Context: an optimization exercise on an open-source flow, tuned for small area, a short achievable clock period and few clock cycles per item. The choices shown serve that exercise and are no tape-out recipe. No functional check of the RTL was part of any run shown here. Power is estimated from default activity; no workload was simulated.

==> flow/design.v (outline; a module is shown in full before it is edited, if it fits) <==
// module goertzel_power_detect: 1936 lines
// module goertzel_fa: 10 lines
// module goertzel_hold: 10 lines
// module goertzel_abs: 23 lines
// module goertzel_ha: 9 lines
module goertzel_power_detect #(
   parameter int OW       = 20,
   parameter int PW       = 2*OW+1,
   parameter int HOLD_ON  = 3,
   parameter int HOLD_OFF = 3
) (
   input  logic            i_clk,
   input  logic            i_rst,
   input  logic [2*OW-1:0] s_axis_tdata,
   input  logic            s_axis_tvalid,
   output logic            s_axis_tready,
   output logic [PW-1:0]   m_axis_tdata,
   output logic            m_axis_tuser,
   output logic            m_axis_tvalid,
   input  logic            m_axis_tready,
   input  logic [PW-1:0]   i_threshold,
   output logic            o_detect
);
  // ...
==> flow/flow/run.sh <==
#!/bin/bash
# Standard ORFS layout (the standard.sh, standard synthesis unchanged),
# with the port buffers made from the smallest buffer cell.
set -euo pipefail
bash standard.sh BUFFER_PORTS_ARGS="-buffer_cell sky130_fd_sc_hd__buf_1" finish > standard_flow.log 2>&1
==> flow/standard.sh <==
#!/bin/bash
# synth_recipe.tcl (not shown) runs the flow's synth.tcl, then flattens the netlist and writes it again
# the make line also repeats each setting of config.mk as NAME=value (left out here)
make -C /OpenROAD-flow-scripts/flow DESIGN_CONFIG=/design/flow/config.mk WORK_HOME=/design/flow/orfs CLKGATE_MAP_FILE= SYNTH_SCRIPT=/design/flow/synth_recipe.tcl "${@:-finish}"
==> flow/config.mk <==
export PLATFORM = sky130hd
export DESIGN_NAME = goertzel_power_detect
export DESIGN_NICKNAME = goertzel_power_detect
export VERILOG_FILES = /design/flow/design.v
export SDC_FILE = /design/flow/constraint.sdc
export NUM_CORES = 4
export LEC_CHECK = 0
export CAP_MARGIN = 20
export CORE_MARGIN = 2
export CORE_UTILIZATION = 40
export CTS_BUF_LIST = sky130_fd_sc_hd__clkbuf_8
export SETUP_SLACK_MARGIN = 3.5
export SLEW_MARGIN = 20
export SYNTH_HIERARCHICAL = 1
export SYNTH_MINIMUM_KEEP_SIZE = 0
==> flow/constraint.sdc <==
create_clock -name core_clock -period 8.0 [get_ports {i_clk}]
set_input_delay 1.6000 -clock core_clock [delete_from_list [all_inputs] [get_ports {i_clk}]]
set_output_delay 1.6000 -clock core_clock [all_outputs]
set_load 0.01 [all_outputs]
==> impl_results.md, run 1 <==
- Status: timing/DRC/antenna clean
- DRT Wirelength: 43600 um
- Synth Area in XOR/XNOR: 3.50%
- Main power group: combinational logic
- Post-CTS Resized: 9
- Clock Latency Late Sink: 530 ps
- Max Transition Viols Final: 0
- Largest registers: g_mid.r_mid (72), r_pwr (40)
- Skew final: approximately 23 ps
- Slew @ Worst Pin: between 1000 and 1500 ps
- Via/cell ratio: 5.19
- Clock group share of total power: ~6.5%
- Hold slack final: 447 ps
- Ys async rst share: 0%
- Register bit total from synthesis: 159
- Most common cell after layout, fill and taps aside: nand2_1
- Reg2reg path depth: 17
- Die area: 44900 um2
- VDD IR max: around 0.26 mV
- Core region area: 42900 um2
- Largest Register: g_mid.r_mid
- WL met1: 18900 um
- Max reg flops: 72
- I/O pin count: 130
- Drt pass-1 iters: 5
- FP Rows: 76
- Max-cap violations: 0
- Worst slack, placed: 2700 ps
- GRT Total Usage: 20.4%
- ANT cells: 1
- First-pass GRT wire length: 69300 um
- Commonest cells post-synth: 344 x nand2_1, 312 x fa_1, 179 x inv_1, 113 x edfxtp_1, 92 x ha_1
- Leak Pwr: 7.33 nW
- Reg power frac: 21.6%
- Non-clock inverters: 180
- FFs & Latches: 159
- Area leader, netlist: fa_1
- Power, Total: roughly 9.0 mW
- Hold Buf Count CTS: 0
- CTS max path bufs: 2
- GR met3 Demand/Resource: approximately 4.0%
- Seq/total area: a little under a quarter
- Worst hold path type: flop to flop
- Area growth from synthesis to layout: 8.71%
- Worst path depth: 17
==> run 2, diff against run 1 <==
--- a/flow/config.mk
+++ b/flow/config.mk
@@ -9,7 +9,7 @@
 export CORE_MARGIN = 2
 export CORE_UTILIZATION = 40
 export CTS_BUF_LIST = sky130_fd_sc_hd__clkbuf_8
-export SETUP_SLACK_MARGIN = 3.5
+export SETUP_SLACK_MARGIN = 3.8
 export SLEW_MARGIN = 20
 export SYNTH_HIERARCHICAL = 1
 export SYNTH_MINIMUM_KEEP_SIZE = 0
==> impl_results.md, run 2 <==
- Clock Latency Late Sink: 530 ps (about the same)
- Setup TNS: 0 ps
- Clock group share of total power: 6.3% (-0.2 points)
- Vias: 11800
- Worst slew margin: about 29%
- P_int: 4.86 mW
- Hold slack final: 447 ps (+0.0990 ps)
- Layout cells sized above 1: a little over a tenth
- Area after DPL: 18200 um2
- DRT Wirelength: 43700 um (+0.19%)
- GRT met2 Usage: 33.2%
- CP Class: flop to flop
- Largest Register: g_mid.r_mid
- Synth warnings: 9
- RSZ-0062 raised after global routing: yes
- Power, Total: 9.17 mW (+2.1%)
- Slew @ Worst Pin: 1070 ps (-14.1 ps)
- Reg2reg path depth: 17 (unchanged)
- Synth Instances: roughly 1600
- Status: timing/DRC/antenna clean
- Finished Cell Area: around 19000 um2
- Met1 Use GR: 27.5%
- Placed cells: 2244
- Comb pwr share: 72.5%
- Max reg flops: 72 (unchanged)
- Data arrival, critical path: 4530 ps
- Mapped Area: 17300 um2
- Initial DRC count: 649
- Number of remaining DRC errors: 0
- Max-cap violations: 0 (unchanged)
- Worst Setup Start Kind: flop
- Core region area: 42900 um2 (unchanged)
- Min-Delay Startpoint: g_in.r_re[19]$_DFF_P_
- Sw Ratio: about 47%
- GR met3 Demand/Resource: 3.93% (-0.030 points)
- Total grt overflow: 0
- Reg power frac: 21.2% (-0.4 points)
- Register Area: 4340 um2
- Critical path endpoint category: flop
- Via/cell ratio: 5.17 (-0.40%)
- WL/cell: 19.1 um
- Skew final: 21.9 ps (-0.818 ps)
- TritonCTS Buffers: 17
- Max Transition Viols Final: 0 (unchanged)
- Non-filler cells, final: ~2300
- DP Wirelength: approximately 32000 um
- CTS tree: done
- Commonest cells post-synth: 344 x nand2_1, 312 x fa_1, 179 x inv_1, 113 x edfxtp_1, 92 x ha_1
- First-pass GRT wire length: 69400 um (about the same)
- WHS Path Cells: 0
- Clk sinks: 159
- CP Max Fanout: 3
- Setup slack after layout: 3760 ps
- Hold EP: g_mid.r_mid[70]$_DFFE_PP_
- Power per cell area: 484 nW/um2
- GRT Total Usage: 20.4% (+0.022 points)
- FP Rows: 76 (unchanged)
- Most frequent cells in the layout: 343 x nand2_1, 310 x fa_1, 178 x inv_1, 128 x buf_1, 113 x edfxtp_1
- Area of the multi-input gates: roughly 12000 um2
- Synth cell types: 71
- Die height: 212 um
- Critical R2R Capture: r_hit$_DFFE_PP_
- R2r startpoint: g_mid.r_mid[71]$_DFFE_PP_
- Syn Nets: 2093
- VDD IR max: 0.269 mV (+3.5%)
- Post-synth EDFFs: 113
- Largest registers: g_mid.r_mid (72), r_pwr (40)
- Worst slack, placed: 2700 ps (unchanged)
- Synth top area share: between 30% and 40%
- Leak Pwr: 7.40 nW (+0.89%)
- NumNets Final: approximately 2200
- ANT cells: 0 (-1)
- Final setup viols: 0
- Htree depth: 4
- Hold Buf Count CTS: 0 (unchanged)
- Final ANT Viol Nets: 0
- CTS Root Cell: clkbuf_8
- Initial antenna violation count: 0
- Starting density of the core: 40.3%
- CP Data Required Time: just over 8000 ps
- Area growth from synthesis to layout: 9.61%
- CTS max path bufs: 2 (unchanged)
- Most frequent cell after synthesis: nand2_1
- Mapped Avg Cell Area: 10.8 um2
- R2R Setup Slk: 3760 ps
- Crit share post-route: 53.0%
- IO Port Bufs: 128
- Worst hold path type: flop to flop
- Synth area leaders: fa_1 36%, edfxtp_1 20%, nand2_1 7.5%, ha_1 6.7%, dfxtp_1 5.3%
- Die width: 212 um
- Die area: 44900 um2 (unchanged)
- Ys async rst share: 0% (unchanged)
- Final hold violations: 0
- Max Fclk: 236 MHz
- Post-synthesis sequential area ratio: between 20% and 30%
- Synth Flop Type: edfxtp_1
- Minimum clock period: around 4200 ps
- Most common cell after layout, fill and taps aside: nand2_1
- Vias in the first global route: roughly 13000
- I/O pin count: 130 (unchanged)
- Fillers: 4068
- Worst-path clk slew: about 100 ps
- Fin util: 44.1%
- Psw: between 4 and 5 mW
- Largest net degree at the start of global routing: 78
- Busiest grt layer: met2
- Routability-driven placement congestion ratio: 0.882
- Drt pass-1 iters: 5 (unchanged)
- Register bit total from synthesis: 159 (unchanged)
- Area leader, netlist: fa_1
==> run 2: cell count changes in the layout (fill, tap and decap cells not counted), sizes merged <==
cell,before,now
diode,1,0
buf,153,160
==> run 2: final cells by class <==
type,count,share of cell area [%]
Timing Repair Buffer,160,3.81
Clock inverter,15,0.674
Sequential cell,159,22.9
Tap cell,585,3.87
Inverter,180,3.57
Clock buffer,17,1.24
Multi-Input combinational cell,1173,63.9
==> run 2: what timing repair did <==
| action | CTS | global route |
|---|---|---|
| setup endpoints to repair | 26 | 2 |
| pin swaps | 6 | 27 |
| gates resized for setup | 43 | 19 |
| setup buffers | 2 | 11 |
==> run 2: worst max-delay path by stage <==
stage	from	endpoint	slack [ps]	cells past startpoint
finish	g_mid.r_mid[71]$_DFFE_PP_	r_hit$_DFFE_PP_	3760	17
global route	g_mid.r_mid[7]$_DFFE_PP_	r_hit$_DFFE_PP_	3580	17
CTS	g_mid.r_mid[7]$_DFFE_PP_	r_hit$_DFFE_PP_	3720	17
detailed placement	g_mid.r_mid[7]$_DFFE_PP_	r_hit$_DFFE_PP_	2700	17
global placement	g_mid.r_mid[7]$_DFFE_PP_	r_hit$_DFFE_PP_	2890	17
floorplan	m_axis_tready	s_axis_tready	3880	1
==> run 2: cells by family after synthesis <==
kind of cell | share of synthesized area [%]
other | 0.0217
adder cells (fa/ha/maj) | 42.8
flip-flops | 25.0
multiplexers | 3.02
XOR/XNOR | 3.50
AND/OR/NAND/NOR | 12.3
buffers and inverters | 6.14
AO/OA/AOI/OAI | 7.20
==> run 2: layer usage <==
layer  share of wire [%]  wire length (um)
met2                  47             20700
met5                   0                 0
met4                 2.1               928
met3                 6.5              2820
met1                  44             19200
==> run 2: worst max-delay path: stages (launching register included) <==
cell and delay [ps]:
edfxtp_1 390, fa_2 270, inv_2 50, fa_2 380, a21oi_4 190, o211ai_4 120
a221oi_4 340, buf_4 180, o211ai_4 100, a21oi_4 210, xnor2_2 100, ha_1 320
a21o_1 210, a21oi_4 180, nand2_4 120, a2111oi_4 460, o31ai_4 200, o2bb2ai_2 160
==> run 2: per-module statistics from Yosys (local to each module, per instance), a selection <==
module	area (um2)	times used	cells	flops+latches
goertzel_ha	12.5	10	1	0
goertzel_power_detect	9440	1	1112	159
goertzel_fa	20.0	310	1	0
==> run 2: power groups by stage <==
stage          logic [mW]  clock network [mW]  registers (mW)
5_1_grt              7.55               0.637            1.98
2_1_floorplan        4.40                   0            1.87
3_5_place_dp         6.27                   0            1.96
6_report             6.65               0.582            1.94
4_1_cts              6.47               0.609            1.94
3_3_place_gp         6.00                   0            1.95
==> run 3, diff against run 2 <==
--- a/flow/config.mk
+++ b/flow/config.mk
@@ -9,7 +9,7 @@
 export CORE_MARGIN = 2
 export CORE_UTILIZATION = 40
 export CTS_BUF_LIST = sky130_fd_sc_hd__clkbuf_8
-export SETUP_SLACK_MARGIN = 3.8
+export SETUP_SLACK_MARGIN = 4.0
 export SLEW_MARGIN = 20
 export SYNTH_HIERARCHICAL = 1
 export SYNTH_MINIMUM_KEEP_SIZE = 0
==> impl_results.md, run 3 <==
- Most frequent cells in the layout: 343 x nand2_1, 310 x fa_1, 180 x inv_1, 128 x buf_1, 113 x edfxtp_1
- Commonest cells post-synth: 344 x nand2_1, 312 x fa_1, 179 x inv_1, 113 x edfxtp_1, 92 x ha_1
- Post-synth EDFFs: 113 (unchanged)
- WL/cell: 18.9 um (-1.1%)
- Largest family of logic cells by synthesized area: adder cells
- Post-synthesis sequential area ratio: 25.0% (unchanged)
- Critical R2R Capture: r_hit$_DFFE_PP_
- Hold slack final: 445 ps (-1.65 ps)
- R2R Setup Slk: 3760 ps (about the same)
- DRT Wirelength: 43200 um (-1.1%)
- ANT cells: 0 (unchanged)
- Largest registers: g_mid.r_mid (72), r_pwr (40)
- Min-Delay Startpoint: g_in.r_re[19]$_DFF_P_
- Power per cell area: 483 nW/um2 (-0.32%)
- Fillers: 4065 (-0.074%)
- Setup slack after layout: 3760 ps (-3.29 ps)
- Hold EP: g_mid.r_mid[70]$_DFFE_PP_
- Worst hold path type: flop to flop
- Crit share post-route: 53.0% (about the same)
- Via/cell ratio: 5.18 (+0.10%)
- Clock Latency Late Sink: 520 ps (about the same)
- Ys async rst share: 0% (unchanged)
- RSZ-0062 raised after global routing: yes
- Synth Area in XOR/XNOR: 3.50% (unchanged)
- IO Port Bufs: 128 (unchanged)
- Total grt overflow: 0 (unchanged)
- Die area: 44900 um2 (unchanged)
- Max Transition Viols Final: 0 (unchanged)
- Power, Total: 9.23 mW (+0.68%)
- NumNets Final: 2180 (unchanged)
- Vias in the first global route: 12800 (+0.82%)
- Placed cells: 2243 (-0.045%)
- DP Wirelength: 31800 um (-1.6%)
- Worst slack, placed: 2870 ps (+164 ps)
- Area after DPL: 18200 um2 (about the same)
- Die height: 212 um (unchanged)
- CTS Root Cell: clkbuf_8
- Area leader, netlist: fa_1
- Worst slew margin: 30.8% (+1.8 points)
- Area of the multi-input gates: 12100 um2 (+0.13%)
- Final hold violations: 0 (unchanged)
- Layout cells sized above 1: 11.1% (+0.23 points)
- Die width: 212 um (unchanged)
- GRT Total Usage: 20.6% (+0.15 points)
- Max Fclk: 236 MHz (about the same)
- Max-cap violations: 0 (unchanged)
- CP Data Required Time: 8280 ps (about the same)
- Drt pass-1 iters: 5 (unchanged)
- Initial DRC count: 817 (+26%)
- FP Rows: 76 (unchanged)
- Synth warnings: 9 (unchanged)
- Setup TNS: 0 ps (unchanged)
- Status: timing/DRC/antenna clean
- Critical path endpoint category: flop
- Clk sinks: 159 (unchanged)
- TritonCTS Buffers: 17 (unchanged)
- Synth top area share: 36.2% (unchanged)
- Final ANT Viol Nets: 0 (unchanged)
- Most common cell after layout, fill and taps aside: nand2_1
- Most frequent cell after synthesis: nand2_1
- WHS Path Cells: 0 (unchanged)
- Register Area: 4410 um2 (+1.5%)
- Final setup viols: 0 (unchanged)
- CTS max path bufs: 2 (unchanged)
- Htree depth: 4 (unchanged)
- Skew final: 13.2 ps (-8.76 ps)
- Core region area: 42900 um2 (unchanged)
- Routability-driven placement congestion ratio: 0.881 (-0.14%)
- Number of remaining DRC errors: 0 (unchanged)
- Largest net degree at the start of global routing: 76 (-2.6%)
- Vias: 11900 (+0.10%)
- Mapped Area: 17300 um2 (unchanged)
- Synth cell types: 71 (unchanged)
- Synth Flop Type: edfxtp_1
- Syn Nets: 2093 (unchanged)
- Mapped Avg Cell Area: 10.8 um2 (unchanged)
- Minimum clock period: 4240 ps (+3.29 ps)
- Area growth from synthesis to layout: 10.7%
- Post-synthesis compound-gate area fraction: 7.20% (unchanged)
- Leak Pwr: 7.46 nW (+0.81%)
- Finished Cell Area: 19100 um2 (+1.0%)
- Mux cell area share after synthesis: 3.02% (unchanged)
- Simple-gate share of the synthesized area: 12.3% (unchanged)
- Post-Synth Adder-Cell Area: 42.8% (unchanged)
- Fin util: 44.6% (+0.44 points)
- Slew @ Worst Pin: 1040 ps (-26.8 ps)
- VDD IR max: 0.287 mV (+6.3%)
- I/O pin count: 130 (unchanged)
- Synth Instances: 1604 (unchanged)
- Worst-path clk slew: 90 ps (about the same)
- Max reg flops: 72 (unchanged)
- CP Class: flop to flop
- First-pass GRT wire length: 69800 um (+0.68%)
- CTS tree: done
- R2r startpoint: g_mid.r_mid[71]$_DFFE_PP_
- Register bit total from synthesis: 159 (unchanged)
- Data arrival, critical path: 4520 ps (about the same)
- Largest Register: g_mid.r_mid
- CP Max Fanout: 4 (+1)
- Non-filler cells, final: 2289 (unchanged)
- Initial antenna violation count: 0 (unchanged)
- Starting density of the core: 40.3% (unchanged)
- Reg2reg path depth: 18 (+1)
- Worst Setup Start Kind: flop
- Synth area leaders: fa_1 36%, edfxtp_1 20%, nand2_1 7.5%, ha_1 6.7%, dfxtp_1 5.3%
run 3: cell counts after synthesis:
Identical to the previous run, type by type.
run 3: how the worst max path moves through the flow:
stage / from / end / slack, ps / cells past startpoint
6_report: g_mid.r_mid[71]$_DFFE_PP_ / r_hit$_DFFE_PP_ / 3760 / 18
5_1_grt: g_mid.r_mid[71]$_DFFE_PP_ / r_hit$_DFFE_PP_ / 3620 / 18
4_1_cts: g_mid.r_mid[7]$_DFFE_PP_ / r_hit$_DFFE_PP_ / 3860 / 17
3_5_place_dp: g_mid.r_mid[7]$_DFFE_PP_ / r_hit$_DFFE_PP_ / 2870 / 17
3_3_place_gp: g_mid.r_mid[7]$_DFFE_PP_ / r_hit$_DFFE_PP_ / 2920 / 17
2_1_floorplan: m_axis_tready / s_axis_tready / 3880 / 1
run 3: timing repair:
action,in CTS,in global routing
gates resized for setup,57,48
hold endpoints to repair,0,0
endpoints found under the setup margin,31,23
setup buffers,9,5
pin swaps,20,25
hold buffers,0,0
run 3: kinds of logic (layout without fill, tap and decap cells):
| group | count (synthesis) | in the layout |
|---|---|---|
| AO/OA/AOI/OAI | 178 | 178 |
| XOR/XNOR | 69 | 69 |
| adder cells (fa/ha/maj) | 404 | 404 |
| buffers and inverters | 272 | 372 |
| flip-flops | 159 | 159 |
| multiplexers | 47 | 47 |
| other | 1 | 1 |
| AND/OR/NAND/NOR | 474 | 474 |
run 3: critical path, stage by stage, from the launching register on:
cell and delay [ps]:
edfxtp_1 380, fa_2 260, inv_2 50, fa_2 390, a21oi_4 210, o211ai_4 140
a221oi_4 380, o21ai_2 150, a21o_1 180, a21oi_2 160, xnor2_2 100, ha_2 180
a21o_1 150, a21o_1 160, a21oi_2 170, nand2_4 120, a2111oi_4 450, o31ai_4 190
o2bb2ai_1 160
run 3: cell type report:
type | instances | area share, %
clock buffers | 19 | 1.37
flip-flops and latches | 159 | 23.1
clock inverters | 13 | 0.844
multi-input cells | 1173 | 63.4
inverters | 180 | 3.53
repair buffers | 160 | 4.01
well taps | 585 | 3.83
run 3: metal layers:
metal | vias to the layer above | global-route usage (%) | wire [um]
li1 | 5358 | - | -
met1 | 6017 | 27.1 | 18400
met2 | 423 | 32.9 | 20300
met3 | 54 | 5.09 | 3550
met4 | 0 | 7.72 | 1020
met5 | - | 0 | 0
run 3: modules after synthesis, one instance, submodules excluded, excerpt:
module,copies in the design,cell area (um2),flops+latches
goertzel_power_detect,1,9440,159
goertzel_fa,310,20.0,0
goertzel_ha,10,12.5,0
run 3: where the power goes:
group | switching (mW) | internal (mW) | total, mW
combinational | 3.70 | 2.92 | 6.62
sequential | 0.232 | 1.72 | 1.95
clock | 0.339 | 0.327 | 0.666

## what the ideal ports hide
The flow's constraints put no driver on any port. The routed layouts listed below were extracted and timed again, unchanged, in two steps. Step 1, drivers: a clkbuf_16 drives i_clk and a buf_2 each remaining input, both assumed. Step 2 moves the port delays by t, midway between the first and last clock arrival at a register: inputs arrive t later, outputs are due t later. That takes back most of the time a late clock gives input paths. a / b / c = ideal / step 1 / step 2; a / b = the first two.
run	t (ns)	setup slack, ns	worst setup path at the end	clock arrival spread, ns
run 1	0.570	3.609 / 3.609 / 3.609	register to register	0.025 / 0.025
run 2	0.564	3.760 / 3.760 / 3.760	register to register	0.025 / 0.025
run 3	0.565	3.757 / 3.757 / 3.757	register to register	0.014 / 0.013
After both steps setup and hold are still met in every run listed.
